This is an optimization exercise on Yosys and OpenROAD, whose aim is small area, a short achievable clock period and few clock cycles per item, not a production implementation.
Where RTL was checked, it was by simulation tests only, not by an equivalence proof against the original.
Function not checked in runs 2 and 3: the RTL went through the layout flow alone.
No activity file was given, so power comes from the tool's default toggle rates.

==> design/flow/design.v <==
package isas_pkg;
  localparam int TEMP_W   = 12;
  localparam int HOST_W   = 15;
  localparam int SECS_W   = 32;
  localparam int MS_W     = 11;
  localparam int TICKMS_W = 10;
  localparam int BAND_W   = 9;
  localparam int CNT16_W  = 16;
  localparam int ERR_W    = 12;
  localparam int BEST_W   = 14;
  localparam int ALU_W    = 33;
  localparam int APB_AW   = 5;
  localparam int APB_DW   = 32;
  localparam logic [1:0] MODE_IDLE  = 2'd0;
  localparam logic [1:0] MODE_RUN   = 2'd1;
  localparam logic [1:0] MODE_SET   = 2'd2;
  localparam logic [1:0] MODE_ALARM = 2'd3;
  localparam logic [1:0] OP_TICK      = 2'd0;
  localparam logic [1:0] OP_KEY       = 2'd1;
  localparam logic [1:0] OP_HOST_SET  = 2'd2;
  localparam logic [1:0] OP_HOST_STOP = 2'd3;
  localparam logic [1:0] REPLY_NONE   = 2'd0;
  localparam logic [1:0] REPLY_ACCEPT = 2'd1;
  localparam logic [1:0] REPLY_RANGE  = 2'd2;
  localparam logic [3:0] KEY_DIGIT_MAX = 4'd9;
  localparam logic [3:0] KEY_STAR      = 4'd10;
  localparam logic [3:0] KEY_HASH      = 4'd11;
  localparam logic [2:0] CFG_IDX_BAND    = 3'd0;
  localparam logic [2:0] CFG_IDX_MIN     = 3'd1;
  localparam logic [2:0] CFG_IDX_MAX     = 3'd2;
  localparam logic [2:0] CFG_IDX_DEFAULT = 3'd3;
  localparam logic [2:0] CFG_IDX_STARTUP = 3'd4;
  localparam logic [2:0] CFG_IDX_STUCK   = 3'd5;
  localparam logic [2:0] CFG_IDX_TICKMS  = 3'd6;
  localparam logic [MS_W-1:0] MS_PER_SEC = 11'd1000;
  localparam logic [BAND_W-1:0]   BAND_RST    = 9'd20;
  localparam logic [TEMP_W-1:0]   MIN_RST     = 12'd200;
  localparam logic [TEMP_W-1:0]   MAX_RST     = 12'd600;
  localparam logic [TEMP_W-1:0]   DEFAULT_RST = 12'd370;
  localparam logic [CNT16_W-1:0]  STARTUP_RST = 16'd3000;
  localparam logic [CNT16_W-1:0]  STUCK_RST   = 16'd300;
  localparam logic [TICKMS_W-1:0] TICKMS_RST  = 10'd200;
  typedef logic signed [TEMP_W-1:0] temp_t;
  typedef struct packed {
    logic [BAND_W-1:0]   alarm_band;
    temp_t               min_target;
    temp_t               max_target;
    temp_t               default_target;
    logic [CNT16_W-1:0]  startup_ticks;
    logic [CNT16_W-1:0]  stuck_ticks;
    logic [TICKMS_W-1:0] tick_ms;
    logic                load_default;
  } cfg_regs_t;
  typedef struct packed {
    logic             sub;
    logic [ALU_W-1:0] a;
    logic [ALU_W-1:0] b;
  } alu_req_t;
  typedef struct packed {
    logic [ALU_W-1:0] sum;
    logic             neg;
  } alu_rsp_t;
endpackage
import isas_pkg::*;
module isas_cfg (
  input  logic              clk,
  input  logic              rst_n,
  input  logic              psel,
  input  logic              penable,
  input  logic              pwrite,
  input  logic [isas_pkg::APB_AW-1:0] paddr,
  input  logic [isas_pkg::APB_DW-1:0] pwdata,
  output logic [isas_pkg::APB_DW-1:0] prdata,
  output logic              pready,
  output isas_pkg::cfg_regs_t         cfg
);
  logic [BAND_W-1:0]   band_r;
  logic [TEMP_W-1:0]   min_r;
  logic [TEMP_W-1:0]   max_r;
  logic [TEMP_W-1:0]   default_r;
  logic [CNT16_W-1:0]  startup_r;
  logic [CNT16_W-1:0]  stuck_r;
  logic [TICKMS_W-1:0] tickms_r;
  logic                wr;
  logic                load_r;
  logic [2:0]          idx;
  assign pready = 1'b1;
  assign wr     = psel && penable && pwrite;
  assign idx    = paddr[4:2];
  always_ff @(posedge clk) begin
    load_r <= rst_n && wr && (idx == CFG_IDX_DEFAULT);
  end
  logic [CNT16_W-1:0] wd0, wd1;
  logic [7:0]         en;
  assign wd0 = pwdata[CNT16_W-1:0] & {CNT16_W{rst_n}};
  assign wd1 = pwdata[CNT16_W-1:0] | {CNT16_W{!rst_n}};
  always_comb begin
    for (int i = 0; i < 8; i++) begin
      en[i] = !rst_n || (wr && (idx == 3'(i)));
    end
  end
  function automatic logic [CNT16_W-1:0] rv(input logic [CNT16_W-1:0] rst_val);
    for (int b = 0; b < CNT16_W; b++) begin
      rv[b] = rst_val[b] ? wd1[b] : wd0[b];
    end
  endfunction
  always_ff @(posedge clk) begin
    if (en[CFG_IDX_BAND])    band_r    <= BAND_W'(rv(CNT16_W'(BAND_RST)));
    if (en[CFG_IDX_MIN])     min_r     <= TEMP_W'(rv(CNT16_W'(MIN_RST)));
    if (en[CFG_IDX_MAX])     max_r     <= TEMP_W'(rv(CNT16_W'(MAX_RST)));
    if (en[CFG_IDX_DEFAULT]) default_r <= TEMP_W'(rv(CNT16_W'(DEFAULT_RST)));
    if (en[CFG_IDX_STARTUP]) startup_r <= rv(STARTUP_RST);
    if (en[CFG_IDX_STUCK])   stuck_r   <= rv(STUCK_RST);
    if (en[CFG_IDX_TICKMS])  tickms_r  <= TICKMS_W'(rv(CNT16_W'(TICKMS_RST)));
  end
  logic [CNT16_W-1:0] rd_sel;
  logic [CNT16_W-1:0] rdata_r;
  always_comb begin
    rd_sel = '0;
    unique case (idx)
      CFG_IDX_BAND:    rd_sel = CNT16_W'(band_r);
      CFG_IDX_MIN:     rd_sel = CNT16_W'(min_r);
      CFG_IDX_MAX:     rd_sel = CNT16_W'(max_r);
      CFG_IDX_DEFAULT: rd_sel = CNT16_W'(default_r);
      CFG_IDX_STARTUP: rd_sel = startup_r;
      CFG_IDX_STUCK:   rd_sel = stuck_r;
      CFG_IDX_TICKMS:  rd_sel = CNT16_W'(tickms_r);
      default:         rd_sel = '0;
    endcase
  end
  always_ff @(posedge clk) begin
    rdata_r <= rd_sel;
  end
  assign prdata = APB_DW'(rdata_r);
  assign cfg.alarm_band     = band_r;
  assign cfg.min_target     = min_r;
  assign cfg.max_target     = max_r;
  assign cfg.default_target = default_r;
  assign cfg.startup_ticks  = startup_r;
  assign cfg.stuck_ticks    = stuck_r;
  assign cfg.tick_ms        = tickms_r;
  assign cfg.load_default   = load_r;
endmodule
import isas_pkg::*;
module incubator_setpoint_and_alarm_supervisor #(
  parameter int MAX_DIGITS = 4
) (
  input  logic              clk,
  input  logic              rst_n,
  input  logic              in_valid,
  output logic              in_ready,
  input  logic [1:0]        in_opcode,
  input  logic [isas_pkg::TEMP_W-1:0] in_measured_temp,
  input  logic [3:0]        in_key_code,
  input  logic [isas_pkg::HOST_W-1:0] in_host_target,
  output logic              out_valid,
  input  logic              out_ready,
  output logic [1:0]        out_mode,
  output logic              out_buzzer_on,
  output logic [isas_pkg::TEMP_W-1:0] out_target_temp,
  output logic [isas_pkg::SECS_W-1:0] out_run_seconds,
  output logic              out_control_active,
  output logic              out_controller_reset,
  output logic              out_drive_stop,
  output logic [1:0]        out_host_reply,
  input  logic              cfg_psel,
  input  logic              cfg_penable,
  input  logic              cfg_pwrite,
  input  logic [isas_pkg::APB_AW-1:0] cfg_paddr,
  input  logic [isas_pkg::APB_DW-1:0] cfg_pwdata,
  output logic [isas_pkg::APB_DW-1:0] cfg_prdata,
  output logic              cfg_pready
);
  localparam int BST_W = 12;    
  isas_pkg::cfg_regs_t cfg;
  logic              s1_v;
  logic [1:0]        s1_op;
  logic [TEMP_W-1:0] s1_data;
  logic              s1_ok;
  logic              h_ok;
  logic [TEMP_W-1:0] t_eff;
  logic [TEMP_W:0]   i_mt, i_tm;
  logic [TEMP_W-1:0] i_err;
  logic              s1_prep;    
  logic              s1_pre1;    
  logic              prep_now;   
  logic              prep_x10;   
  logic              s1_kh, s1_ks, s1_kd;   
  logic              need_prep;
  logic [HOST_W-1:0] rng_val;
  logic              in_fire;
  logic              rdy_x_r, rdy_y_r;
  logic              adv;
  logic [1:0]          mode_r,   mode_nxt;
  logic [TEMP_W-1:0]   target_r, target_nxt;
  logic [2:0]          count_r,  count_nxt;
  logic [13:0]         kv_r,     kv_nxt;
  logic [3:0]          div_step_r;
  logic [3:0]          div_rem_r;
  logic                div_start;
  logic                busy;
  logic [CNT16_W-1:0]  blank_r,  blank_nxt;
  logic [BST_W-1:0]    best_r,   best_nxt;
  logic [CNT16_W-1:0]  nogain_r, nogain_nxt;
  logic                buzzer_r, buzzer_nxt;
  logic [9:0]          millis_r, millis_nxt;
  logic [SECS_W-1:0]   secs_r,   secs_nxt;
  logic                active_r, active_nxt;
  logic                pid_r,    pid_nxt;
  logic                stop_r,   stop_nxt;
  logic [1:0]          reply_r,  reply_nxt;
  logic                out_valid_r;
  isas_cfg u_cfg (
    .clk     (clk),
    .rst_n   (rst_n),
    .psel    (cfg_psel),
    .penable (cfg_penable),
    .pwrite  (cfg_pwrite),
    .paddr   (cfg_paddr),
    .pwdata  (cfg_pwdata),
    .prdata  (cfg_prdata),
    .pready  (cfg_pready),
    .cfg     (cfg)
  );
  assign busy      = (div_step_r != 4'd0);
  assign need_prep = s1_v && s1_kh && !s1_prep && (mode_r == MODE_SET);
  assign adv       = s1_v && !busy && !need_prep && (!out_valid_r || out_ready);
  assign in_ready  = rdy_x_r || (rdy_y_r && out_ready);
  assign in_fire   = in_valid && in_ready;
  logic       s1_v_d, out_valid_d, s1_kh_d, s1_prep_d, busy_d, need_prep_d, rdy_b_d;
  logic [1:0] mode_d;
  assign s1_v_d      = rst_n && (in_fire || (s1_v && !adv));
  assign out_valid_d = rst_n && (adv || (out_valid_r && !out_ready));
  assign s1_kh_d     = in_fire ? ((in_opcode == OP_KEY) && (in_key_code == KEY_HASH)) : s1_kh;
  assign s1_prep_d   = prep_now || (s1_prep && !in_fire);
  assign busy_d      = rst_n && ((adv && div_start) || (div_step_r > 4'd1));
  assign mode_d      = !rst_n ? MODE_IDLE : adv ? mode_nxt : mode_r;
  assign need_prep_d = s1_v_d && s1_kh_d && !s1_prep_d && (mode_d == MODE_SET);
  assign rdy_b_d     = !busy_d && !need_prep_d;
  always_ff @(posedge clk) begin
    rdy_x_r <= !s1_v_d || (rdy_b_d && !out_valid_d);
    rdy_y_r <= rdy_b_d;
  end
  assign prep_x10 = need_prep && !busy && !s1_pre1 && (count_r == 3'd1 || count_r == 3'd2);
  assign prep_now = need_prep && !busy && !prep_x10;
  assign rng_val  = !need_prep ? in_host_target :
                    s1_pre1    ? HOST_W'(s1_data) : HOST_W'(kv_r);
  assign h_ok = ($signed(rng_val) >= $signed(cfg.min_target)) &&
                ($signed(rng_val) <= $signed(cfg.max_target));
  assign t_eff = (s1_v && s1_ok) ? s1_data : target_r;
  assign i_mt  = {in_measured_temp[TEMP_W-1], in_measured_temp} - {t_eff[TEMP_W-1], t_eff};
  assign i_tm  = {t_eff[TEMP_W-1], t_eff} - {in_measured_temp[TEMP_W-1], in_measured_temp};
  assign i_err = i_mt[TEMP_W] ? i_tm[TEMP_W-1:0] : i_mt[TEMP_W-1:0];
  always_ff @(posedge clk) begin
    if (!rst_n) begin
      s1_v <= 1'b0;
    end else if (in_fire) begin
      s1_v <= 1'b1;
    end else if (adv) begin
      s1_v <= 1'b0;
    end
  end
  always_ff @(posedge clk) begin
    if (prep_x10) begin
      s1_pre1 <= 1'b1;
      s1_data <= TEMP_W'(kv10);
    end else if (prep_now) begin
      s1_prep <= 1'b1;
      s1_ok   <= h_ok && (count_r != 3'd0);
      if (!s1_pre1) begin
        s1_data <= kv_r[TEMP_W-1:0];
      end
    end else if (in_fire) begin
      s1_op   <= in_opcode;
      s1_ok   <= h_ok && (in_opcode == OP_HOST_SET);
      s1_prep <= 1'b0;
      s1_pre1 <= 1'b0;
      s1_kh   <= (in_opcode == OP_KEY) && (in_key_code == KEY_HASH);
      s1_ks   <= (in_opcode == OP_KEY) && (in_key_code == KEY_STAR);
      s1_kd   <= (in_opcode == OP_KEY) && (in_key_code <= KEY_DIGIT_MAX);
      if (in_opcode == OP_TICK) begin
        s1_data <= i_err;
      end else if (in_opcode[1]) begin
        s1_data <= in_host_target[TEMP_W-1:0];
      end else begin
        s1_data <= {8'd0, in_key_code};
      end
    end
  end
  logic              run_like;
  logic [TEMP_W-1:0] err;
  logic              blanking;
  logic              in_band;
  logic              better;
  logic              stuck_inc;
  logic [16:0]       nogain_p1;
  logic [10:0]       ms_sum;
  logic              ms_c1, ms_c2;
  logic [10:0]       ms_new;
  logic [11:0]       ms_s1, ms_s2;
  logic [SECS_W-1:1] secs_hi_p1;
  logic              secs_cy;
  logic [SECS_W-1:0] secs_tick;
  logic [3:0]        key;
  logic [13:0]       kv_x10;
  logic [9:0]        kv10;      
  assign run_like = (mode_r == MODE_RUN) || (mode_r == MODE_ALARM);
  assign err = s1_data;
  assign blanking  = blank_r < cfg.startup_ticks;
  assign in_band   = err <= BST_W'(cfg.alarm_band);
  assign better    = (best_r == '0) || (err < best_r);
  assign nogain_p1 = {1'b0, nogain_r} + 17'd1;
  assign stuck_inc = nogain_p1 >= {1'b0, cfg.stuck_ticks};
  assign ms_sum = {1'b0, millis_r} + {1'b0, cfg.tick_ms};
  assign ms_s1  = {2'b0, millis_r} + {2'b0, cfg.tick_ms} - 12'd1000;
  assign ms_s2  = {2'b0, millis_r} + {2'b0, cfg.tick_ms} - 12'd2000;
  assign ms_c1  = !ms_s1[11];
  assign ms_c2  = !ms_s2[11];
  assign ms_new = ms_c2 ? ms_s2[10:0] : ms_c1 ? ms_s1[10:0] : ms_sum;
  assign secs_hi_p1 = secs_r[SECS_W-1:1] + 31'd1;
  assign secs_cy    = ms_c2 || (ms_c1 && secs_r[0]);
  assign secs_tick  = {secs_cy ? secs_hi_p1 : secs_r[SECS_W-1:1], secs_r[0] ^ (ms_c1 && !ms_c2)};
  assign key = s1_data[3:0];
  assign kv_x10 = (14'(kv_r[9:0]) << 3) + (14'(kv_r[9:0]) << 1) + 14'(key);
  assign kv10   = (10'(kv_r[6:0]) << 3) + (10'(kv_r[6:0]) << 1);
  always_comb begin
    mode_nxt   = mode_r;
    target_nxt = target_r;
    count_nxt  = count_r;
    kv_nxt     = kv_r;
    div_start  = 1'b0;
    blank_nxt  = blank_r;
    best_nxt   = best_r;
    nogain_nxt = nogain_r;
    buzzer_nxt = buzzer_r;
    millis_nxt = millis_r;
    secs_nxt   = secs_r;
    active_nxt = 1'b0;
    pid_nxt    = 1'b0;
    stop_nxt   = 1'b0;
    reply_nxt  = REPLY_NONE;
    unique case (s1_op)
      OP_TICK: begin
        if (!run_like) begin
          buzzer_nxt = 1'b0;
        end else begin
          active_nxt = 1'b1;
          if (blanking) begin
            buzzer_nxt = 1'b0;
            blank_nxt  = blank_r + 16'd1;
          end else if (in_band) begin
            buzzer_nxt = 1'b0;
            nogain_nxt = '0;
            best_nxt   = '0;
            mode_nxt   = MODE_RUN;
          end else if (better) begin
            best_nxt   = err;
            nogain_nxt = '0;
            if (cfg.stuck_ticks == '0) begin
              mode_nxt   = MODE_ALARM;
              buzzer_nxt = 1'b1;
            end
          end else begin
            if (!nogain_p1[16]) begin
              nogain_nxt = nogain_p1[15:0];
            end
            if (stuck_inc) begin
              mode_nxt   = MODE_ALARM;
              buzzer_nxt = 1'b1;
            end
          end
          millis_nxt = ms_new[9:0];
          secs_nxt   = secs_tick;
        end
      end
      OP_KEY: begin
        if (s1_ks) begin
          if (mode_r == MODE_SET) begin
            if (count_r != 3'd0) begin
              count_nxt = count_r - 3'd1;
              div_start = 1'b1;
            end
          end else begin
            mode_nxt  = MODE_SET;
            count_nxt = 3'd0;
            kv_nxt    = '0;
          end
        end else if (s1_kh) begin
          secs_nxt   = '0;
          millis_nxt = '0;
          if (mode_r == MODE_RUN) begin
            mode_nxt = MODE_IDLE;
            stop_nxt = 1'b1;
          end else begin
            if (mode_r == MODE_SET) begin
              if (s1_ok) begin
                target_nxt = s1_data;
              end
              count_nxt = 3'd0;
              pid_nxt   = 1'b1;
            end
            mode_nxt   = MODE_RUN;
            blank_nxt  = '0;
            best_nxt   = '0;
            nogain_nxt = '0;
            buzzer_nxt = 1'b0;
          end
        end else if (mode_r == MODE_SET && s1_kd &&
                     count_r < 3'(MAX_DIGITS)) begin
          kv_nxt    = kv_x10;
          count_nxt = count_r + 3'd1;
        end
      end
      OP_HOST_SET: begin
        if (s1_ok) begin
          target_nxt = s1_data;
          pid_nxt    = 1'b1;
          reply_nxt  = REPLY_ACCEPT;
          if (mode_r != MODE_RUN) begin
            mode_nxt = MODE_RUN;
            secs_nxt = '0;
          end
        end else begin
          reply_nxt = REPLY_RANGE;
        end
      end
      default: begin
        mode_nxt   = MODE_IDLE;
        stop_nxt   = 1'b1;
        secs_nxt   = '0;
        millis_nxt = '0;
        reply_nxt  = REPLY_ACCEPT;
      end
    endcase
  end
  always_ff @(posedge clk) begin
    if (!rst_n) begin
      mode_r      <= MODE_IDLE;
      target_r    <= DEFAULT_RST;
      blank_r     <= '0;
      best_r      <= '0;
      nogain_r    <= '0;
      buzzer_r    <= 1'b0;
      millis_r    <= '0;
      secs_r      <= '0;
      out_valid_r <= 1'b0;
    end else begin
      if (adv) begin
        mode_r      <= mode_nxt;
        blank_r     <= blank_nxt;
        best_r      <= best_nxt;
        nogain_r    <= nogain_nxt;
        buzzer_r    <= buzzer_nxt;
        millis_r    <= millis_nxt;
        secs_r      <= secs_nxt;
      end
      if (cfg.load_default) begin
        target_r <= cfg.default_target;   
      end else if (adv) begin
        target_r <= target_nxt;
      end
      if (adv) begin
        out_valid_r <= 1'b1;
      end else if (out_ready) begin
        out_valid_r <= 1'b0;
      end
    end
  end
  logic [4:0] div_r5;
  logic       div_q;
  assign div_r5 = {div_rem_r, kv_r[13]};
  assign div_q  = (div_r5 >= 5'd10);
  always_ff @(posedge clk) begin
    if (!rst_n) begin
      div_step_r <= 4'd0;
    end else if (adv && div_start) begin
      div_step_r <= 4'd14;
    end else if (busy) begin
      div_step_r <= div_step_r - 4'd1;
    end
  end
  always_ff @(posedge clk) begin
    if (adv) begin
      div_rem_r <= 4'd0;
    end else if (busy) begin
      div_rem_r <= div_q ? 4'(div_r5 - 5'd10) : div_r5[3:0];
    end
    if (adv) begin
      kv_r <= kv_nxt;
    end else if (busy) begin
      kv_r <= {kv_r[12:0], div_q};
    end
  end
  always_ff @(posedge clk) begin
    if (adv) begin
      count_r  <= count_nxt;
      active_r <= active_nxt;
      pid_r    <= pid_nxt;
      stop_r   <= stop_nxt;
      reply_r  <= reply_nxt;
    end
  end
  assign out_valid            = out_valid_r;
  assign out_mode             = mode_r;
  assign out_buzzer_on        = buzzer_r;
  assign out_target_temp      = target_r;
  assign out_run_seconds      = secs_r;
  assign out_control_active   = active_r;
  assign out_controller_reset = pid_r;
  assign out_drive_stop       = stop_r;
  assign out_host_reply       = reply_r;
endmodule
==> design/flow/flow/run.sh <==
#!/bin/bash
# Own layout flow: the standard flow (standard.sh: the standard synthesis
# and ORFS steps, unchanged) with one ORFS setting passed through the
# environment: BUFFER_PORTS_ARGS makes every port buffer a
# sky130_fd_sc_hd__buf_1 cell instead of the default delay buffer
# (clkdlybuf4s50_1), which is larger and slower. Every input and output port
# is still buffered; the clock period and constraints are the standard flow's.
# The make/ORFS output goes to standard_flow.log; each ORFS step keeps its own
# log under orfs/logs/.
set -euo pipefail
export BUFFER_PORTS_ARGS="-buffer_cell sky130_fd_sc_hd__buf_1"
bash standard.sh > standard_flow.log 2>&1
==> design/flow/standard.sh <==
#!/bin/bash
# synth_recipe.tcl (not shown) runs the flow's synth.tcl, then flattens the netlist and writes it again
# the make line also repeats each setting of config.mk as NAME=value (left out here)
make -C /OpenROAD-flow-scripts/flow DESIGN_CONFIG=/design/flow/config.mk WORK_HOME=/design/flow/orfs CLKGATE_MAP_FILE= SYNTH_SCRIPT=/design/flow/synth_recipe.tcl "${@:-finish}"
==> design/flow/config.mk <==
export PLATFORM = sky130hd
export DESIGN_NAME = incubator_setpoint_and_alarm_supervisor
export DESIGN_NICKNAME = incubator_setpoint_and_alarm_supervisor
export VERILOG_FILES = /design/flow/design.v
export SDC_FILE = /design/flow/constraint.sdc
export NUM_CORES = 4
export LEC_CHECK = 0
export CAP_MARGIN = 20
export CORE_MARGIN = 2
export CORE_UTILIZATION = 60
export SETUP_SLACK_MARGIN = 4.2
export SLEW_MARGIN = 20
==> design/flow/constraint.sdc <==
create_clock -name core_clock -period 8.0 [get_ports {clk}]
set_input_delay 1.6000 -clock core_clock [delete_from_list [all_inputs] [get_ports {clk}]]
set_output_delay 1.6000 -clock core_clock [all_outputs]
set_load 0.01 [all_outputs]
==> results of run 1 <==
## worst max-delay path, stage by stage
cell      delay [ns]
buf_1           0.10
inv_1           0.05
ha_1            0.40
a21oi_4         0.23
o21ai_4         0.11
a221oi_4        0.30
a21oi_4         0.13
buf_12          0.18
buf_4           0.13
or3b_4          0.40
a31oi_4         0.15
xor2_1          0.18
o21ai_1         0.09
## registers in the layout, summed over array words and instances, names as in the netlist, 4 cells and up
register and count:
u_cfg.stuck_r 16, u_cfg.tickms_r 10, kv_r 14, u_cfg.rdata_r 16, millis_r 10, u_cfg.max_r 12
u_cfg.startup_r 16, best_r 12, secs_r 32, div_step_r 4, blank_r 16, u_cfg.min_r 12
div_rem_r 4, u_cfg.band_r 9, nogain_r 16, s1_data 12, target_r 12, u_cfg.default_r 12
## synth_stat cells, types with 11 or more instances
master      n
inv_1     136
nor3_1     19
nor2_1    136
o31ai_1    17
nand3_1    51
or3_1      23
xor2_1     28
and2_1     26
nand2b_1   30
nor4_1     20
o22ai_1    11
ha_1      151
a31oi_1    17
a21oi_1   136
and3_1     12
a211oi_1   18
dfxtp_1   133
clkbuf_1   65
nand4_1    22
xnor2_1    52
edfxtp_1  126
nor2b_1    27
mux2i_1    75
buf_4      17
o21ai_0    89
a21o_1     30
nand2_1   168
## metrics by stage
| step | hold WS [ns] | util |
|---|---|---|
| final | 0.466 | 0.694 |
| after global routing | 0.478 | 0.694 |
| after CTS | 0.463 | 0.681 |
| after detailed placement | 0.454 | 0.641 |
| after global placement | 0.445 | 0.641 |
| after floorplan | 0.429 | - |
## final timing paths
| check | end | depth (start not counted) | from | slack [ns] |
|---|---|---|---|---|
| max | s1_data[5] | 13 | in_measured_temp[5] | 4.25 |
| min | millis_r[2] | 2 | millis_r[2] | 0.47 |
| max reg2reg | secs_r[16] | 11 | u_cfg.tickms_r[0] | 4.30 |
| min reg2reg | millis_r[2] | 2 | millis_r[2] | 0.47 |
## power groups by stage
stage	registers (W)	clock network [W]	logic, W
after floorplan	0.00153	0	0.000380
after global placement	0.00155	0	0.000508
after detailed placement	0.00156	0	0.000520
after CTS	0.00153	0.00134	0.000533
after global routing	0.00154	0.00139	0.000638
final	0.00153	0.00132	0.000575
## kinds of logic after synthesis
kind of cell | Yosys count
other cells | 2
compound gates | 405
mux | 85
xor+xnor | 80
fa+ha+maj | 160
buf+inv | 228
flops | 259
simple gates | 581
## metal layers
metal / vias to the layer above / global-route usage / share of wire
met3: 70 / 0.0426 / 0.075
met2: 500 / 0.504 / 0.46
met5: - / 0 / 0
met4: 0 / 0.0818 / 0.028
li1: 6727 / - / -
met1: 6541 / 0.444 / 0.44
## timing repair
action	in CTS	in global routing
resized for setup	16	36
setup endpoints to repair	61	48
hold buffers	0	0
buffers inserted	6	21
gates cloned	1	1
pin swaps	4	19
## final cells by class
cell class	instances	area, um^2
Timing Repair Buffer	182	926
Clock inverter	16	151
Clock buffer	37	797
Sequential cell	259	6450
Tap cell	341	427
Inverter	137	518
Fill cell	2175	8260
Multi-Input combinational cell	1329	9500
==> qor.yml, run 1 <==
setup_ws_ns: 4.25
worstSetupPathType: "in2reg"
first_iter_violations: 1129
worstSetupEndpointType: "flop"
p_sw_w: 0.000961
synthDominantCellAreaShare: 0.229
dpl.cell_count: 2219
synth.area.top_cells: "edfxtp_1 (23%), dfxtp_1 (16%), ha_1 (11%)"
syn-cell-area_um2: 16500
io-pin-count: 164
synth_edf_count: 126
drv_cap: 0
root_buffer: "clkbuf_16"
synthFlopType: "dfxtp_1"
first_pass_iters: 5
grt_pass1_vias: 13200
p_leak_nw: 7.63
synth_adder_area_share: 0.125
clock-sinks: 259
grt_max_degree: 44
final_area_um2: 18800
die_y_um: 170
overflow: 0
synth_compound_area_frac: 0.154
clk_path_buf_depth: 3
yosys-mux-area-fraction: 0.0570
detail-route-antenna-nets: 0
coreArea_um2: 27000
worstPathArrival_ns: 4.05
dp_hpwl_um: 33800
status: "finished clean"
p_sw_frac: 0.280
p_total_w: 0.00343
synthDistinctLibCells: 78
clk_latency_ns: 0.55
pwr-share-seq: 0.446
setup_viol: 0
wl_per_cell_um: 19.7
cp_max_fo: 5
setup-tns-final_ns: 0
start_util: 0.611
via_count: 13800
grt_first_pass_wirelength_um: 71100
h-tree-depth: 1
yosys_warnings: 2
power.density_nw_per_um2: 183
synth_top_cell_by_area: "edfxtp_1"
final_cell_mix: "nand2_1 (167), ha_1 (145), nor2_1 (133)"
synthXorXnorAreaFrac: 0.0424
dp_slack_ns: 3.16
p_int_w: 0.00247
final_cells: 2301
antenna_cells: 0
die_x_um: 170
wl_um: 45300
max_freq_mhz: 267
drive_gt1_frac: 0.0964
track_usage: 0.312
via_per_inst: 6.01
cts_tree: "done"
tightest_slew_ns: 1.09
cp.required_ns: 8.29
drv_slew: 0
antenna_found_initial: 0
synthSimpleGateAreaFrac: 0.175
final-hold-violation-count: 0
syn_inst: 1800
hold_class: "reg2reg"
period_needed_ns: 3.75
die-area_um2: 28900
rsz0062_at_grt: "yes"
synth_seq_cells: 259
dpl_cell_area_um2: 17300
cts_buffers: 29
slew_headroom: 0.275
critPathLaunchType: "primary input"
drc_errors: 0
routabilityCongestion: 0.944
portBuffers: 128
final_common_cell: "nand2_1"
seq_area_frac_synth: 0.390
post-route-period-util: 0.469
rows: 60
skew_ns: 0.0133
synth_top_family_by_area: "simple AND/OR/NAND/NOR gates"
pwr-share-comb: 0.168
clk_pin_slew_ns: 0.06
nets: 2175
ys_async_sr_fraction: 0
clkPwrFrac: 0.386
synth_area_per_cell_um2: 9.18
syn2layout_area_growth_pct: 13.6
irDropWorstVdd_v: 0.000159
Testbench counts, summed over its fixed seeds: cycles 20,685, items 20,000.
==> run 2: changes to the inputs <==
--- a/design/flow/design.v
+++ b/design/flow/design.v
@@ -49,6 +49,7 @@
     logic [CNT16_W-1:0]  startup_ticks;
     logic [CNT16_W-1:0]  stuck_ticks;
     logic [TICKMS_W-1:0] tick_ms;
+    logic                tick_ms_write;
     logic                load_default;
   } cfg_regs_t;
   typedef struct packed {
@@ -139,6 +140,7 @@
   assign cfg.startup_ticks  = startup_r;
   assign cfg.stuck_ticks    = stuck_r;
   assign cfg.tick_ms        = tickms_r;
+  assign cfg.tick_ms_write  = rst_n && wr && (idx == CFG_IDX_TICKMS);
   assign cfg.load_default   = load_r;
 endmodule
 import isas_pkg::*;
@@ -203,7 +205,8 @@
   logic [BST_W-1:0]    best_r,   best_nxt;
   logic [CNT16_W-1:0]  nogain_r, nogain_nxt;
   logic                buzzer_r, buzzer_nxt;
-  logic [9:0]          millis_r, millis_nxt;
+  logic [10:0]         msum_r;
+  logic                tm_fix_r;    
   logic [SECS_W-1:0]   secs_r,   secs_nxt;
   logic                active_r, active_nxt;
   logic                pid_r,    pid_nxt;
@@ -294,10 +297,13 @@
   logic              better;
   logic              stuck_inc;
   logic [16:0]       nogain_p1;
-  logic [10:0]       ms_sum;
   logic              ms_c1, ms_c2;
-  logic [10:0]       ms_new;
-  logic [11:0]       ms_s1, ms_s2;
+  logic [9:0]        ms_new;      
+  logic [10:0]       ms_base;
+  logic [10:0]       ms_word;     
+  logic              ms_upd;      
+  logic [10:0]       ms_old;
+  logic [10:0]       ms_add;
   logic [SECS_W-1:1] secs_hi_p1;
   logic              secs_cy;
   logic [SECS_W-1:0] secs_tick;
@@ -311,12 +317,12 @@
   assign better    = (best_r == '0) || (err < best_r);
   assign nogain_p1 = {1'b0, nogain_r} + 17'd1;
   assign stuck_inc = nogain_p1 >= {1'b0, cfg.stuck_ticks};
-  assign ms_sum = {1'b0, millis_r} + {1'b0, cfg.tick_ms};
-  assign ms_s1  = {2'b0, millis_r} + {2'b0, cfg.tick_ms} - 12'd1000;
-  assign ms_s2  = {2'b0, millis_r} + {2'b0, cfg.tick_ms} - 12'd2000;
-  assign ms_c1  = !ms_s1[11];
-  assign ms_c2  = !ms_s2[11];
-  assign ms_new = ms_c2 ? ms_s2[10:0] : ms_c1 ? ms_s1[10:0] : ms_sum;
+  assign ms_c1   = msum_r >= 11'd1000;
+  assign ms_c2   = msum_r >= 11'd2000;
+  assign ms_new  = 10'(msum_r - (ms_c2 ? 11'd2000 : ms_c1 ? 11'd1000 : 11'd0));
+  assign ms_old  = msum_r - {1'b0, cfg.tick_ms};    
+  assign ms_base = tm_fix_r ? msum_r : ms_word;
+  assign ms_add  = ms_base + {1'b0, cfg.tick_ms};
   assign secs_hi_p1 = secs_r[SECS_W-1:1] + 31'd1;
   assign secs_cy    = ms_c2 || (ms_c1 && secs_r[0]);
   assign secs_tick  = {secs_cy ? secs_hi_p1 : secs_r[SECS_W-1:1], secs_r[0] ^ (ms_c1 && !ms_c2)};
@@ -333,7 +339,8 @@
     best_nxt   = best_r;
     nogain_nxt = nogain_r;
     buzzer_nxt = buzzer_r;
-    millis_nxt = millis_r;
+    ms_word    = '0;
+    ms_upd     = 1'b0;
     secs_nxt   = secs_r;
     active_nxt = 1'b0;
     pid_nxt    = 1'b0;
@@ -369,7 +376,8 @@
               buzzer_nxt = 1'b1;
             end
           end
-          millis_nxt = ms_new[9:0];
+          ms_upd     = 1'b1;
+          ms_word    = {1'b0, ms_new};
           secs_nxt   = secs_tick;
         end
       end
@@ -387,7 +395,7 @@
           end
         end else if (s1_kh) begin
           secs_nxt   = '0;
-          millis_nxt = '0;
+          ms_upd     = 1'b1;
           if (mode_r == MODE_RUN) begin
             mode_nxt = MODE_IDLE;
             stop_nxt = 1'b1;
@@ -428,7 +436,7 @@
         mode_nxt   = MODE_IDLE;
         stop_nxt   = 1'b1;
         secs_nxt   = '0;
-        millis_nxt = '0;
+        ms_upd     = 1'b1;
         reply_nxt  = REPLY_ACCEPT;
       end
     endcase
@@ -441,7 +449,8 @@
       best_r      <= '0;
       nogain_r    <= '0;
       buzzer_r    <= 1'b0;
-      millis_r    <= '0;
+      msum_r      <= 11'(TICKMS_RST);   
+      tm_fix_r    <= 1'b0;
       secs_r      <= '0;
       out_valid_r <= 1'b0;
     end else begin
@@ -451,9 +460,14 @@
         best_r      <= best_nxt;
         nogain_r    <= nogain_nxt;
         buzzer_r    <= buzzer_nxt;
-        millis_r    <= millis_nxt;
         secs_r      <= secs_nxt;
       end
+      tm_fix_r <= cfg.tick_ms_write;
+      if (cfg.tick_ms_write) begin
+        msum_r <= ms_old;
+      end else if (tm_fix_r || (adv && ms_upd)) begin
+        msum_r <= ms_add;
+      end
       if (cfg.load_default) begin
         target_r <= cfg.default_target;   
       end else if (adv) begin
--- a/design/flow/config.mk
+++ b/design/flow/config.mk
@@ -8,5 +8,5 @@
 export CAP_MARGIN = 20
 export CORE_MARGIN = 2
 export CORE_UTILIZATION = 60
-export SETUP_SLACK_MARGIN = 4.2
+export SETUP_SLACK_MARGIN = 4.6
 export SLEW_MARGIN = 20
==> run 2 against run 1 <==
Global-route usage is 0.90 points higher. Still clean. Sequential cell count rose by 2. Die area rose by 3.9%. Wire length rose by 11%. Critical path depth up 4. Register-to-register slack better by 0.07 ns. Synthesized area up 4.0%.
==> qor.yml, run 2 <==
track_usage: 0.321  # was 0.312
p_sw_frac: 0.287  # was 0.280
synth_seq_cells: 261  # was 259
critPathLaunchType: "flop"  # was primary input
detail-route-antenna-nets: 0  # unchanged
clk_path_buf_depth: 3  # unchanged
antenna_found_initial: 0  # unchanged
final_cell_mix: "nand2_1 (154), nor2_1 (151), inv_1 (150), ha_1 (146), edfxtp_1 (126)"  # was nand2_1 (167), ha_1 (145), nor2_1 (133)
coreArea_um2: 28000  # was 27,000 um^2
h-tree-depth: 1  # unchanged
clk_pin_slew_ns: 0.07  # was 0.06 ns
p_int_w: 0.00257  # was 0.00247 W
post-route-period-util: 0.454  # was 0.469
grt_pass1_vias: 14000  # was 13.2k
rows: 61  # was 60
first_iter_violations: 1347  # was 1,129
max_stage_delay_ns: 0.51  # was 0.40 ns
final_cells: 2461  # was 2,301
via_per_inst: 6.09  # was 6.01
critical_path_buf_inv_count: 2  # was 4
drv_slew: 0  # unchanged
cp_top_family: "simple AND/OR/NAND/NOR gates"  # was compound AO/OA/AOI/OAI gates
wl_um: 50100  # was 45,300 um
setup_ws_ns: 4.37  # was 4.25 ns
drive_gt1_frac: 0.136  # was 0.0964
die_x_um: 173  # was 170 um
synth_top_cell_by_area: "edfxtp_1"  # unchanged
synth.area.top_cells: "edfxtp_1 (22%), dfxtp_1 (16%), ha_1 (12%)"  # was edfxtp_1 (23%), dfxtp_1 (16%), ha_1 (11%)
synth_compound_area_frac: 0.154  # about the same
start_util: 0.613  # was 0.611
clk_latency_ns: 0.57  # was 0.55 ns
clock-sinks: 261  # was 259
portBuffers: 128  # unchanged
antenna_cells: 0  # unchanged
path_cells: "and4_4, o211ai_1, nand2b_4, inv_4, ha_4, inv_2, fa_2, nand2_1, o21ai_0, ha_1, or2_2, o311ai_2, nor2b_1, xor2_1, nor2_1, a211oi_1, o21ai_0"  # was buf_1, inv_1, ha_1, a21oi_4, o21ai_4, a221oi_4, a21oi_4, buf_12, buf_4, or3b_4, a31oi_4, xor2_1, o21ai_1
p_sw_w: 0.00104  # was 0.000961 W
synthSimpleGateAreaFrac: 0.180  # was 0.175
path_common_cell: "o21ai_0"  # was a21oi_4
nets: 2311  # was 2,175
final_area_um2: 20300  # was 18,800 um^2
synth_commonest_cells: "ha_1 (163), nand2_1 (158), inv_1 (156)"  # was nand2_1 (168), ha_1 (151), a21oi_1 (136), inv_1 (136), nor2_1 (136)
yosys_warnings: 2  # unchanged
slew_headroom: 0.305  # was 0.275
seq_area_frac_synth: 0.378  # was 0.390
setup_viol: 0  # unchanged
cts_tree: "done"  # unchanged
r2r_end: "msum_r[6]"  # was secs_r[16]
cts_buffers: 29  # unchanged
period_needed_ns: 3.63  # was 3.75 ns
multi_input_area_um2: 10500  # was 9500 um^2
dpl_cell_area_um2: 18100  # was 17,300 um^2
clkPwrFrac: 0.384  # was 0.386
hold_class: "reg2reg"  # unchanged
overflow: 0  # unchanged
grt_max_degree: 47  # was 44
ys_async_sr_fraction: 0  # unchanged
cp_max_fo: 3  # was 5
syn-cell-area_um2: 17200  # was 16,500 um^2
irDropWorstVdd_v: 0.000175  # was 0.000159 V
crit_slowest_cell: "fa_2"  # was ha_1
reg2regPathDepth: 17  # was 11
p_leak_nw: 8.32  # was 7.63 nW
synth_top_family_by_area: "simple AND/OR/NAND/NOR gates"  # unchanged
grt_first_pass_wirelength_um: 77000  # was 71,100 um
final_common_cell: "nand2_1"  # unchanged
worstSetupEndpointType: "flop"  # unchanged
pwr-share-comb: 0.184  # was 0.168
die-area_um2: 30000  # was 28,900 um^2
yosys-mux-area-fraction: 0.0510  # was 0.0570
die_y_um: 173  # was 170 um
post-synth-top-count-cell: "ha_1"  # was nand2_1
synth_adder_area_share: 0.132  # was 0.125
status: "finished clean"  # unchanged
max_freq_mhz: 276  # was 267 MHz
pwr-share-seq: 0.431  # was 0.446
synthDistinctLibCells: 77  # was 78
setup-tns-final_ns: 0  # unchanged
min_to: "best_r[5]"  # was millis_r[2]
dp_slack_ns: 3.45  # was 3.16 ns
synth_area_per_cell_um2: 9.06  # was 9.18 um^2
wl_per_cell_um: 20.4  # was 19.7 um
largest_reg_flops: 32  # unchanged
dp_hpwl_um: 35400  # was 33,800 um
whs_path_depth: 2  # unchanged
synth_edf_count: 126  # unchanged
worstPathArrival_ns: 4.05  # about the same
tightest_slew_ns: 1.04  # was 1.09 ns
drc_errors: 0  # unchanged
routabilityCongestion: 0.919  # was 0.944
dpl.cell_count: 2344  # was 2,219
syn2layout_area_growth_pct: 18.0  # was 13.6%
worstSetupPathType: "reg2reg"  # was in2reg
hold_start: "best_r[5]"  # was millis_r[2]
largest-register: "secs_r"  # unchanged
final-hold-violation-count: 0  # unchanged
fill_cells: 2164  # was 2,175
reg2reg_from: "msum_r[9]"  # was u_cfg.tickms_r[0]
via_count: 15000  # was 13.8k
final-seq-area_um2: 6520  # was 6450 um^2
synthDominantCellAreaShare: 0.220  # was 0.229
rsz0062_at_grt: "yes"  # unchanged
power.density_nw_per_um2: 178  # was 183 nW/um^2
synthXorXnorAreaFrac: 0.0474  # was 0.0424
reg2reg_setup_slack_ns: 4.37  # was 4.30 ns
first_pass_iters: 5  # unchanged
synthFlopType: "dfxtp_1"  # unchanged
syn_inst: 1896  # was 1,800
root_buffer: "clkbuf_16"  # unchanged
skew_ns: 0.0181  # was 0.0133 ns
drv_cap: 0  # unchanged
cp.required_ns: 8.42  # was 8.29 ns
io-pin-count: 164  # unchanged
-- run 2: cell count changes after synthesis, moves of 10 or more --
| cell | change |
|---|---|
| inv_1 | +20 |
| xor2_1 | +28 |
| nand2b_1 | +16 |
| nand2_1 | -10 |
| o21ai_0 | +15 |
| ha_1 | +12 |
| nor2_1 | +18 |
| xnor2_1 | -15 |
-- run 2: per-layer routing --
| layer | share of wire | track usage | vias up | routed length [um] |
|---|---|---|---|---|
| met4 | 0.034 | 0.105 | 0 | 1730 |
| met3 | 0.075 | 0.0387 | 103 | 3740 |
| li1 | - | - | 7050 | - |
| met1 | 0.43 | 0.446 | 7185 | 21700 |
| met2 | 0.46 | 0.524 | 647 | 23000 |
| met5 | 0 | 0 | - | 0 |
-- run 2: worst max-delay path by stage --
stage | end | cells past startpoint | start | slack (ns)
after detailed placement | s1_ok | 11 | mode_r[0] | 3.45
final | msum_r[6] | 17 | msum_r[9] | 4.37
after CTS | msum_r[10] | 21 | msum_r[9] | 4.33
after global placement | s1_ok | 11 | s1_kh | 3.50
after floorplan | s1_data[8] | 12 | in_measured_temp[2] | 4.15
after global routing | msum_r[6] | 16 | msum_r[4] | 4.14
-- run 2: stage by stage --
step                hold WS [ns]  power [W]  utilization
global placement           0.458    0.00214        0.647
floorplan                  0.449    0.00197            -
CTS                        0.478    0.00356        0.702
global route               0.511    0.00373        0.724
detailed placement         0.468    0.00215        0.647
finish                     0.493    0.00361        0.724
-- run 2: layout make-up --
type                    instances  share of cell area
multi-input cells            1404               0.520
flip-flops and latches        261               0.322
well taps                     378              0.0233
clock inverters                13             0.00611
repair buffers                205              0.0561
clock buffers                  41              0.0428
inverters                     159              0.0302
-- run 2: tightest hold or removal path: cells and delay by family, from the launching register on --
family,cells,cell delay [ns]
flops,1,0.32
compound gates,1,0.05
simple gates,1,0.07
-- run 2: cells by family after synthesis --
kind of cell | after synthesis
flip-flops | 261
other | 2
AO/OA/AOI/OAI | 416
AND/OR/NAND/NOR | 620
multiplexers | 82
buffers and inverters | 248
XOR/XNOR | 93
adder cells (fa/ha/maj) | 174
-- run 2: power groups by stage --
stage               clock network [W]  logic (W)  registers (W)
global placement                    0   0.000554        0.00158
global route                  0.00144   0.000730        0.00156
finish                        0.00139   0.000666        0.00156
CTS                           0.00139   0.000612        0.00156
detailed placement                  0   0.000568        0.00159
floorplan                           0   0.000422        0.00155
-- run 2: timing repair --
action                                  CTS  global route
hold buffers                              0             0
setup buffers                            30            30
endpoints found under the setup margin   99            73
endpoints found under the hold margin     0             0
gates cloned                              3             0
resized for setup                        80            83
pin swaps                                34            41
==> run 3: changes to the inputs <==
--- a/design/flow/design.v
+++ b/design/flow/design.v
@@ -49,7 +49,6 @@
     logic [CNT16_W-1:0]  startup_ticks;
     logic [CNT16_W-1:0]  stuck_ticks;
     logic [TICKMS_W-1:0] tick_ms;
-    logic                tick_ms_write;
     logic                load_default;
   } cfg_regs_t;
   typedef struct packed {
@@ -91,28 +90,27 @@
   always_ff @(posedge clk) begin
     load_r <= rst_n && wr && (idx == CFG_IDX_DEFAULT);
   end
-  logic [CNT16_W-1:0] wd0, wd1;
-  logic [7:0]         en;
-  assign wd0 = pwdata[CNT16_W-1:0] & {CNT16_W{rst_n}};
-  assign wd1 = pwdata[CNT16_W-1:0] | {CNT16_W{!rst_n}};
-  always_comb begin
-    for (int i = 0; i < 8; i++) begin
-      en[i] = !rst_n || (wr && (idx == 3'(i)));
-    end
-  end
-  function automatic logic [CNT16_W-1:0] rv(input logic [CNT16_W-1:0] rst_val);
-    for (int b = 0; b < CNT16_W; b++) begin
-      rv[b] = rst_val[b] ? wd1[b] : wd0[b];
-    end
-  endfunction
   always_ff @(posedge clk) begin
-    if (en[CFG_IDX_BAND])    band_r    <= BAND_W'(rv(CNT16_W'(BAND_RST)));
-    if (en[CFG_IDX_MIN])     min_r     <= TEMP_W'(rv(CNT16_W'(MIN_RST)));
-    if (en[CFG_IDX_MAX])     max_r     <= TEMP_W'(rv(CNT16_W'(MAX_RST)));
-    if (en[CFG_IDX_DEFAULT]) default_r <= TEMP_W'(rv(CNT16_W'(DEFAULT_RST)));
-    if (en[CFG_IDX_STARTUP]) startup_r <= rv(STARTUP_RST);
-    if (en[CFG_IDX_STUCK])   stuck_r   <= rv(STUCK_RST);
-    if (en[CFG_IDX_TICKMS])  tickms_r  <= TICKMS_W'(rv(CNT16_W'(TICKMS_RST)));
+    if (!rst_n) begin
+      band_r    <= BAND_RST;
+      min_r     <= MIN_RST;
+      max_r     <= MAX_RST;
+      default_r <= DEFAULT_RST;
+      startup_r <= STARTUP_RST;
+      stuck_r   <= STUCK_RST;
+      tickms_r  <= TICKMS_RST;
+    end else if (wr) begin
+      unique case (idx)
+        CFG_IDX_BAND:    band_r    <= pwdata[BAND_W-1:0];
+        CFG_IDX_MIN:     min_r     <= pwdata[TEMP_W-1:0];
+        CFG_IDX_MAX:     max_r     <= pwdata[TEMP_W-1:0];
+        CFG_IDX_DEFAULT: default_r <= pwdata[TEMP_W-1:0];
+        CFG_IDX_STARTUP: startup_r <= pwdata[CNT16_W-1:0];
+        CFG_IDX_STUCK:   stuck_r   <= pwdata[CNT16_W-1:0];
+        CFG_IDX_TICKMS:  tickms_r  <= pwdata[TICKMS_W-1:0];
+        default: ;
+      endcase
+    end
   end
   logic [CNT16_W-1:0] rd_sel;
   logic [CNT16_W-1:0] rdata_r;
@@ -140,7 +138,6 @@
   assign cfg.startup_ticks  = startup_r;
   assign cfg.stuck_ticks    = stuck_r;
   assign cfg.tick_ms        = tickms_r;
-  assign cfg.tick_ms_write  = rst_n && wr && (idx == CFG_IDX_TICKMS);
   assign cfg.load_default   = load_r;
 endmodule
 import isas_pkg::*;
@@ -183,16 +180,23 @@
   logic [TEMP_W-1:0] t_eff;
   logic [TEMP_W:0]   i_mt, i_tm;
   logic [TEMP_W-1:0] i_err;
-  logic              s1_prep;    
-  logic              s1_pre1;    
-  logic              prep_now;   
-  logic              prep_x10;   
+  logic              s1_prep;
   logic              s1_kh, s1_ks, s1_kd;   
   logic              need_prep;
   logic [HOST_W-1:0] rng_val;
   logic              in_fire;
-  logic              rdy_x_r, rdy_y_r;
   logic              adv;
+  logic              s1_free;
+  logic              s1_load;
+  logic              sk_v;
+  logic [1:0]        sk_op;
+  logic [HOST_W-1:0] sk_data;
+  logic              sk_kh, sk_ks, sk_kd;
+  logic [1:0]        w_op;
+  logic [HOST_W-1:0] w_data;
+  logic [TEMP_W-1:0] w_temp;
+  logic [HOST_W-1:0] w_host, in_data;
+  logic              w_kh, w_ks, w_kd;
   logic [1:0]          mode_r,   mode_nxt;
   logic [TEMP_W-1:0]   target_r, target_nxt;
   logic [2:0]          count_r,  count_nxt;
@@ -205,8 +209,7 @@
   logic [BST_W-1:0]    best_r,   best_nxt;
   logic [CNT16_W-1:0]  nogain_r, nogain_nxt;
   logic                buzzer_r, buzzer_nxt;
-  logic [10:0]         msum_r;
-  logic                tm_fix_r;    
+  logic [9:0]          millis_r, millis_nxt;
   logic [SECS_W-1:0]   secs_r,   secs_nxt;
   logic                active_r, active_nxt;
   logic                pid_r,    pid_nxt;
@@ -228,65 +231,70 @@
   assign busy      = (div_step_r != 4'd0);
   assign need_prep = s1_v && s1_kh && !s1_prep && (mode_r == MODE_SET);
   assign adv       = s1_v && !busy && !need_prep && (!out_valid_r || out_ready);
-  assign in_ready  = rdy_x_r || (rdy_y_r && out_ready);
-  assign in_fire   = in_valid && in_ready;
-  logic       s1_v_d, out_valid_d, s1_kh_d, s1_prep_d, busy_d, need_prep_d, rdy_b_d;
-  logic [1:0] mode_d;
-  assign s1_v_d      = rst_n && (in_fire || (s1_v && !adv));
-  assign out_valid_d = rst_n && (adv || (out_valid_r && !out_ready));
-  assign s1_kh_d     = in_fire ? ((in_opcode == OP_KEY) && (in_key_code == KEY_HASH)) : s1_kh;
-  assign s1_prep_d   = prep_now || (s1_prep && !in_fire);
-  assign busy_d      = rst_n && ((adv && div_start) || (div_step_r > 4'd1));
-  assign mode_d      = !rst_n ? MODE_IDLE : adv ? mode_nxt : mode_r;
-  assign need_prep_d = s1_v_d && s1_kh_d && !s1_prep_d && (mode_d == MODE_SET);
-  assign rdy_b_d     = !busy_d && !need_prep_d;
-  always_ff @(posedge clk) begin
-    rdy_x_r <= !s1_v_d || (rdy_b_d && !out_valid_d);
-    rdy_y_r <= rdy_b_d;
-  end
-  assign prep_x10 = need_prep && !busy && !s1_pre1 && (count_r == 3'd1 || count_r == 3'd2);
-  assign prep_now = need_prep && !busy && !prep_x10;
-  assign rng_val  = !need_prep ? in_host_target :
-                    s1_pre1    ? HOST_W'(s1_data) : HOST_W'(kv_r);
+  assign s1_free   = !s1_v || adv;
+  assign in_ready  = !sk_v;
+  assign in_fire   = in_valid && !sk_v;
+  assign s1_load   = s1_free && (sk_v || in_valid);
+  assign w_op   = sk_v ? sk_op   : in_opcode;
+  assign in_data = (in_opcode == OP_TICK) ? HOST_W'($signed(in_measured_temp)) :
+                   (in_opcode == OP_KEY)  ? HOST_W'(in_key_code) : in_host_target;
+  assign w_data  = sk_v ? sk_data : in_data;
+  assign w_host  = sk_v ? sk_data : in_host_target;
+  assign w_temp  = sk_v ? sk_data[TEMP_W-1:0] : in_measured_temp;
+  assign w_kh   = sk_v ? sk_kh : (in_opcode == OP_KEY) && (in_key_code == KEY_HASH);
+  assign w_ks   = sk_v ? sk_ks : (in_opcode == OP_KEY) && (in_key_code == KEY_STAR);
+  assign w_kd   = sk_v ? sk_kd : (in_opcode == OP_KEY) && (in_key_code <= KEY_DIGIT_MAX);
+  assign rng_val = need_prep ? HOST_W'(kval) : w_host;
   assign h_ok = ($signed(rng_val) >= $signed(cfg.min_target)) &&
                 ($signed(rng_val) <= $signed(cfg.max_target));
   assign t_eff = (s1_v && s1_ok) ? s1_data : target_r;
-  assign i_mt  = {in_measured_temp[TEMP_W-1], in_measured_temp} - {t_eff[TEMP_W-1], t_eff};
-  assign i_tm  = {t_eff[TEMP_W-1], t_eff} - {in_measured_temp[TEMP_W-1], in_measured_temp};
+  assign i_mt  = {w_temp[TEMP_W-1], w_temp} - {t_eff[TEMP_W-1], t_eff};
+  assign i_tm  = {t_eff[TEMP_W-1], t_eff} - {w_temp[TEMP_W-1], w_temp};
   assign i_err = i_mt[TEMP_W] ? i_tm[TEMP_W-1:0] : i_mt[TEMP_W-1:0];
   always_ff @(posedge clk) begin
     if (!rst_n) begin
       s1_v <= 1'b0;
-    end else if (in_fire) begin
-      s1_v <= 1'b1;
-    end else if (adv) begin
-      s1_v <= 1'b0;
+      sk_v <= 1'b0;
+    end else begin
+      if (s1_load) begin
+        s1_v <= 1'b1;
+      end else if (adv) begin
+        s1_v <= 1'b0;
+      end
+      if (sk_v) begin
+        if (s1_free) begin
+          sk_v <= 1'b0;
+        end
+      end else if (in_valid && !s1_free) begin
+        sk_v <= 1'b1;
+      end
     end
   end
   always_ff @(posedge clk) begin
-    if (prep_x10) begin
-      s1_pre1 <= 1'b1;
-      s1_data <= TEMP_W'(kv10);
-    end else if (prep_now) begin
+    if (!sk_v) begin
+      sk_op   <= in_opcode;
+      sk_data <= in_data;
+      sk_kh   <= w_kh;
+      sk_ks   <= w_ks;
+      sk_kd   <= w_kd;
+    end
+  end
+  always_ff @(posedge clk) begin
+    if (need_prep && !busy) begin
       s1_prep <= 1'b1;
       s1_ok   <= h_ok && (count_r != 3'd0);
-      if (!s1_pre1) begin
-        s1_data <= kv_r[TEMP_W-1:0];
-      end
-    end else if (in_fire) begin
-      s1_op   <= in_opcode;
-      s1_ok   <= h_ok && (in_opcode == OP_HOST_SET);
+      s1_data <= kval[TEMP_W-1:0];
+    end else if (s1_load) begin
+      s1_op   <= w_op;
+      s1_ok   <= h_ok && (w_op == OP_HOST_SET);
       s1_prep <= 1'b0;
-      s1_pre1 <= 1'b0;
-      s1_kh   <= (in_opcode == OP_KEY) && (in_key_code == KEY_HASH);
-      s1_ks   <= (in_opcode == OP_KEY) && (in_key_code == KEY_STAR);
-      s1_kd   <= (in_opcode == OP_KEY) && (in_key_code <= KEY_DIGIT_MAX);
-      if (in_opcode == OP_TICK) begin
+      s1_kh   <= w_kh;
+      s1_ks   <= w_ks;
+      s1_kd   <= w_kd;
+      if (w_op == OP_TICK) begin
         s1_data <= i_err;
-      end else if (in_opcode[1]) begin
-        s1_data <= in_host_target[TEMP_W-1:0];
       end else begin
-        s1_data <= {8'd0, in_key_code};
+        s1_data <= w_data[TEMP_W-1:0];
       end
     end
   end
@@ -297,17 +305,15 @@
   logic              better;
   logic              stuck_inc;
   logic [16:0]       nogain_p1;
+  logic [10:0]       ms_sum;
   logic              ms_c1, ms_c2;
-  logic [9:0]        ms_new;      
-  logic [10:0]       ms_base;
-  logic [10:0]       ms_word;     
-  logic              ms_upd;      
-  logic [10:0]       ms_old;
-  logic [10:0]       ms_add;
+  logic [10:0]       ms_new;
+  logic [11:0]       ms_s1, ms_s2;
   logic [SECS_W-1:1] secs_hi_p1;
   logic              secs_cy;
   logic [SECS_W-1:0] secs_tick;
   logic [3:0]        key;
+  logic [13:0]       kval;
   logic [13:0]       kv_x10;
   logic [9:0]        kv10;      
   assign run_like = (mode_r == MODE_RUN) || (mode_r == MODE_ALARM);
@@ -317,18 +323,19 @@
   assign better    = (best_r == '0) || (err < best_r);
   assign nogain_p1 = {1'b0, nogain_r} + 17'd1;
   assign stuck_inc = nogain_p1 >= {1'b0, cfg.stuck_ticks};
-  assign ms_c1   = msum_r >= 11'd1000;
-  assign ms_c2   = msum_r >= 11'd2000;
-  assign ms_new  = 10'(msum_r - (ms_c2 ? 11'd2000 : ms_c1 ? 11'd1000 : 11'd0));
-  assign ms_old  = msum_r - {1'b0, cfg.tick_ms};    
-  assign ms_base = tm_fix_r ? msum_r : ms_word;
-  assign ms_add  = ms_base + {1'b0, cfg.tick_ms};
+  assign ms_sum = {1'b0, millis_r} + {1'b0, cfg.tick_ms};
+  assign ms_s1  = {2'b0, millis_r} + {2'b0, cfg.tick_ms} - 12'd1000;
+  assign ms_s2  = {2'b0, millis_r} + {2'b0, cfg.tick_ms} - 12'd2000;
+  assign ms_c1  = !ms_s1[11];
+  assign ms_c2  = !ms_s2[11];
+  assign ms_new = ms_c2 ? ms_s2[10:0] : ms_c1 ? ms_s1[10:0] : ms_sum;
   assign secs_hi_p1 = secs_r[SECS_W-1:1] + 31'd1;
   assign secs_cy    = ms_c2 || (ms_c1 && secs_r[0]);
   assign secs_tick  = {secs_cy ? secs_hi_p1 : secs_r[SECS_W-1:1], secs_r[0] ^ (ms_c1 && !ms_c2)};
   assign key = s1_data[3:0];
   assign kv_x10 = (14'(kv_r[9:0]) << 3) + (14'(kv_r[9:0]) << 1) + 14'(key);
   assign kv10   = (10'(kv_r[6:0]) << 3) + (10'(kv_r[6:0]) << 1);
+  assign kval   = (count_r < 3'd3) ? 14'(kv10) : kv_r;
   always_comb begin
     mode_nxt   = mode_r;
     target_nxt = target_r;
@@ -339,8 +346,7 @@
     best_nxt   = best_r;
     nogain_nxt = nogain_r;
     buzzer_nxt = buzzer_r;
-    ms_word    = '0;
-    ms_upd     = 1'b0;
+    millis_nxt = millis_r;
     secs_nxt   = secs_r;
     active_nxt = 1'b0;
     pid_nxt    = 1'b0;
@@ -376,8 +382,7 @@
               buzzer_nxt = 1'b1;
             end
           end
-          ms_upd     = 1'b1;
-          ms_word    = {1'b0, ms_new};
+          millis_nxt = ms_new[9:0];
           secs_nxt   = secs_tick;
         end
       end
@@ -395,7 +400,7 @@
           end
         end else if (s1_kh) begin
           secs_nxt   = '0;
-          ms_upd     = 1'b1;
+          millis_nxt = '0;
           if (mode_r == MODE_RUN) begin
             mode_nxt = MODE_IDLE;
             stop_nxt = 1'b1;
@@ -436,7 +441,7 @@
         mode_nxt   = MODE_IDLE;
         stop_nxt   = 1'b1;
         secs_nxt   = '0;
-        ms_upd     = 1'b1;
+        millis_nxt = '0;
         reply_nxt  = REPLY_ACCEPT;
       end
     endcase
@@ -449,8 +454,7 @@
       best_r      <= '0;
       nogain_r    <= '0;
       buzzer_r    <= 1'b0;
-      msum_r      <= 11'(TICKMS_RST);   
-      tm_fix_r    <= 1'b0;
+      millis_r    <= '0;
       secs_r      <= '0;
       out_valid_r <= 1'b0;
     end else begin
@@ -460,14 +464,9 @@
         best_r      <= best_nxt;
         nogain_r    <= nogain_nxt;
         buzzer_r    <= buzzer_nxt;
+        millis_r    <= millis_nxt;
         secs_r      <= secs_nxt;
       end
-      tm_fix_r <= cfg.tick_ms_write;
-      if (cfg.tick_ms_write) begin
-        msum_r <= ms_old;
-      end else if (tm_fix_r || (adv && ms_upd)) begin
-        msum_r <= ms_add;
-      end
       if (cfg.load_default) begin
         target_r <= cfg.default_target;   
       end else if (adv) begin
==> run 3 against run 2 <==
Critical path depth shrank 4. Largest power group unchanged. Sequential cell count increased by 16. Global-route usage is 2.4 points higher. Still clean. Power rose by 1.2%. Sequential share of layout area shrank 3.6 points. Via count grew 11%.
==> qor.yml, run 3 <==
syn-cell-area_um2: 17400  # was 17,200 um^2
power.density_nw_per_um2: 173  # was 178 nW/um^2
drv_slew: 0  # unchanged
clock-sinks: 277  # was 261
dpl.cell_count: 2528  # was 2,344
post-synth-top-count-cell: "nand2_1"  # was ha_1
setup_viol: 0  # unchanged
cts_tree: "done"  # unchanged
rows: 62  # was 61
cts_buffers: 31  # was 29
largest-register: "secs_r"  # unchanged
setup-tns-final_ns: 0  # unchanged
p_leak_nw: 8.35  # was 8.32 nW
overflow: 0  # unchanged
setup_ws_ns: 3.97  # was 4.37 ns
hold_start: "s1_prep"  # was best_r[5]
synthDistinctLibCells: 78  # was 77
max_stage_delay_ns: 0.48  # was 0.51 ns
via_count: 16600  # was 15.0k
grt_max_degree: 80  # was 47
cp.required_ns: 8.29  # was 8.42 ns
synth.area.top_cells: "dfxtp_1 (27%), ha_1 (11%), edfxtp_1 (7.9%)"  # was edfxtp_1 (22%), dfxtp_1 (16%), ha_1 (12%)
nets: 2516  # was 2,311
first_iter_violations: 1568  # was 1,347
synth_area_per_cell_um2: 8.27  # was 9.06 um^2
hold_class: "reg2reg"  # unchanged
whs_ns: 0.442  # was 0.493 ns
post-route-period-util: 0.504  # was 0.454
dp_hpwl_um: 37100  # was 35,400 um
crit_start: "in_measured_temp[7]"  # was msum_r[9]
io-pin-count: 164  # unchanged
synth_top_cell_by_area: "dfxtp_1"  # was edfxtp_1
hold_buffers: 0  # unchanged
cp_max_fo: 8  # was 3
start_util: 0.607  # was 0.613
dp_slack_ns: 2.98  # was 3.45 ns
synthFlopType: "dfxtp_1"  # unchanged
reg2reg_setup_slack_ns: 4.07  # was 4.37 ns
status: "finished clean"  # unchanged
slew_headroom: 0.339  # was 0.305
detail-route-antenna-nets: 0  # unchanged
routabilityCongestion: 0.926  # was 0.919
h-tree-depth: 1  # unchanged
worstPathArrival_ns: 4.32  # was 4.05 ns
syn_inst: 2102  # was 1,896
worstSetupPathType: "in2reg"  # was reg2reg
path_cells: "buf_1, a21boi_2, inv_1, ha_2, a21o_1, a21o_1, o41a_1, o31ai_4, buf_6, mux2i_1, xnor2_1, a211o_1, o21ai_2"  # was and4_4, o211ai_1, nand2b_4, inv_4, ha_4, inv_2, fa_2, nand2_1, o21ai_0, ha_1, or2_2, o311ai_2, nor2b_1, xor2_1, nor2_1, a211oi_1, o21ai_0
cp_top_family: "compound AO/OA/AOI/OAI gates"  # was simple AND/OR/NAND/NOR gates
die-area_um2: 30400  # was 30,000 um^2
via_per_inst: 6.19  # was 6.09
critical_path_buf_inv_count: 3  # was 2
drc_errors: 0  # unchanged
reg2reg_from: "s1_ok"  # was msum_r[9]
antenna_found_initial: 0  # unchanged
period_needed_ns: 4.03  # was 3.63 ns
final-hold-violation-count: 0  # unchanged
drive_gt1_frac: 0.163  # was 0.136
coreArea_um2: 28600  # was 28,000 um^2
largest_reg_flops: 32  # unchanged
portBuffers: 128  # unchanged
wl_um: 55400  # was 50,100 um
whs_path_depth: 2  # unchanged
critPathLaunchType: "primary input"  # was flop
root_buffer: "clkbuf_16"  # unchanged
skew_ns: 0.0289  # was 0.0181 ns
first_pass_iters: 8  # was 5
wl_per_cell_um: 20.6  # was 20.4 um
synth_seq_cells: 277  # was 261
synthDominantCellAreaShare: 0.266  # was 0.220
syn2layout_area_growth_pct: 21.5  # was 18.0%
tightest_slew_ns: 0.989  # was 1.04 ns
crit_slowest_cell: "o41a_1"  # was fa_2
seq_area_frac_synth: 0.345  # was 0.378
yosys_warnings: 2  # unchanged
drv_cap: 0  # unchanged
clk_latency_ns: 0.58  # was 0.57 ns
die_y_um: 174  # was 173 um
synth_edf_count: 46  # was 126
reg2regPathDepth: 14  # was 17
final_cells: 2688  # was 2,461
final_common_cell: "nand2_1"  # unchanged
grt_pass1_vias: 15800  # was 14.0k
die_x_um: 174  # was 173 um
path_common_cell: "a21o_1"  # was o21ai_0
max_freq_mhz: 248  # was 276 MHz
clk_path_buf_depth: 3  # unchanged
min_to: "s1_prep"  # was best_r[5]
antenna_cells: 0  # unchanged
irDropWorstVdd_v: 0.000176  # was 0.000175 V
clk_pin_slew_ns: 0.06  # was 0.07 ns
ys_async_sr_fraction: 0  # unchanged
worstSetupEndpointType: "flop"  # unchanged
rsz0062_at_grt: "yes"  # unchanged
r2r_end: "s1_data[6]"  # was msum_r[6]
grt_first_pass_wirelength_um: 84300  # was 77,000 um
track_usage: 0.345  # was 0.321
final_cell_mix: "nand2_1 (261), dfxtp_1 (223), inv_1 (152), a21oi_1 (140), ha_1 (132)"  # was nand2_1 (154), nor2_1 (151), inv_1 (150), ha_1 (146), edfxtp_1 (126)
synth_commonest_cells: "nand2_1 (268), dfxtp_1 (231), a21oi_1 (169)"  # was ha_1 (163), nand2_1 (158), inv_1 (156)
-- run 3: cell count changes after synthesis, sizes merged, moves of 15 or more --
cell	change
nand2b	-27
edfxtp	-80
and2	-24
o21ai	+51
nand2	+110
a21oi	+40
dfxtp	+96
xor2	-28
nor2	-45
a21boi	+15
a21o	+20
nand3	+55
clkbuf	+27
-- run 3: worst max-delay path by stage --
stage                     cells past startpoint  slack [ns]         end
after floorplan                              12        3.67  s1_data[8]
after global placement                       13        3.00  s1_data[8]
after detailed placement                     13        2.98  s1_data[8]
after CTS                                    13        4.00  s1_data[8]
after global routing                         13        3.92  s1_data[6]
final                                        13        3.97  s1_data[6]
-- run 3: cells by family (layout without fill, tap and decap cells) --
family | Yosys count | in the layout | synth area share
simple gates | 678 | 678 | 0.184
compound gates | 561 | 567 | 0.202
flops | 277 | 277 | 0.345
buf+inv | 277 | 458 | 0.0641
fa+ha+maj | 158 | 158 | 0.118
mux | 87 | 87 | 0.0556
xor+xnor | 62 | 62 | 0.0312
other cells | 2 | 17 | 0.000432
-- run 3: timing repair --
| action | in CTS | in global routing |
|---|---|---|
| pin swaps | 89 | 64 |
| gates resized for setup | 149 | 128 |
| cloned | 7 | 0 |
| setup buffers | 54 | 43 |
| endpoints found under the setup margin | 89 | 87 |
-- run 3: routing by layer --
metal	part of all wire	wire (um)	vias up	GRT usage
li1	-	-	7845	-
met1	0.41	22800	7903	0.451
met2	0.48	26400	739	0.583
met3	0.071	3940	161	0.0402
met4	0.040	2210	0	0.140
met5	0	0	-	0
-- run 3: through the flow --
| step | total power (W) | util | area [um^2] |
|---|---|---|---|
| 2_1_floorplan | 0.00193 | - | 17600 |
| 3_3_place_gp | 0.00208 | 0.632 | 18100 |
| 3_5_place_dp | 0.00209 | 0.632 | 18100 |
| 4_1_cts | 0.00358 | 0.707 | 20200 |
| 5_1_grt | 0.00377 | 0.738 | 21100 |
| 6_report | 0.00365 | 0.738 | 21100 |
-- run 3: final cells by class --
type | instances | area (um^2)
clock buffers | 52 | 1000
repair inverters | 1 | 7.51
repair buffers | 243 | 1470
multi-input cells | 1569 | 11500
well taps | 384 | 480
inverters | 158 | 603
fillers | 2223 | 7500
flip-flops and latches | 277 | 6030
clock inverters | 4 | 23.8
-- run 3: power breakdown --
group	internal, W	total (W)	switching, W
clock network	0.000848	0.00144	0.000595
logic	0.000278	0.000698	0.000420
registers	0.00146	0.00151	0.0000484
total	0.00259	0.00365	0.00106
-- run 3: worst min-delay path, stage by stage (launching register included) --
cell     delay, ns
dfxtp_1       0.31
nand2_1       0.05
nand2_1       0.04

[what the ideal ports hide]
How much do the figures lean on ideal ports? The routed layouts below were timed once more, with nothing changed but the port constraints.
Step 1 sets driving cells, clkbuf_16 on the clock port and buf_2 on the other inputs (assumed; they add their load-dependent delay and slew).
Step 2 adds t to the input delays and takes it off the output delays; t is the mean of the earliest and latest rising clock arrival at the registers after step 1. Input paths then give back, and output paths get back, about the clock's delay inside the block.
Three values: ideal ports, drivers, drivers and shift; two values: the first two.
run | t, ns | slack for setup (ns) | pins driven straight from the clock port
run 1 | 0.593 | 4.249 / 4.263 / 3.670 | 1
run 2 | 0.615 | 4.371 / 4.371 / 3.926 | 1
run 3 | 0.619 | 3.966 / 3.984 / 3.365 | 1
After both steps every run listed still meets setup and hold. The setup slack of run 3, which loses most, moves by +0.018 ns with the drivers and by -0.601 ns with both steps.
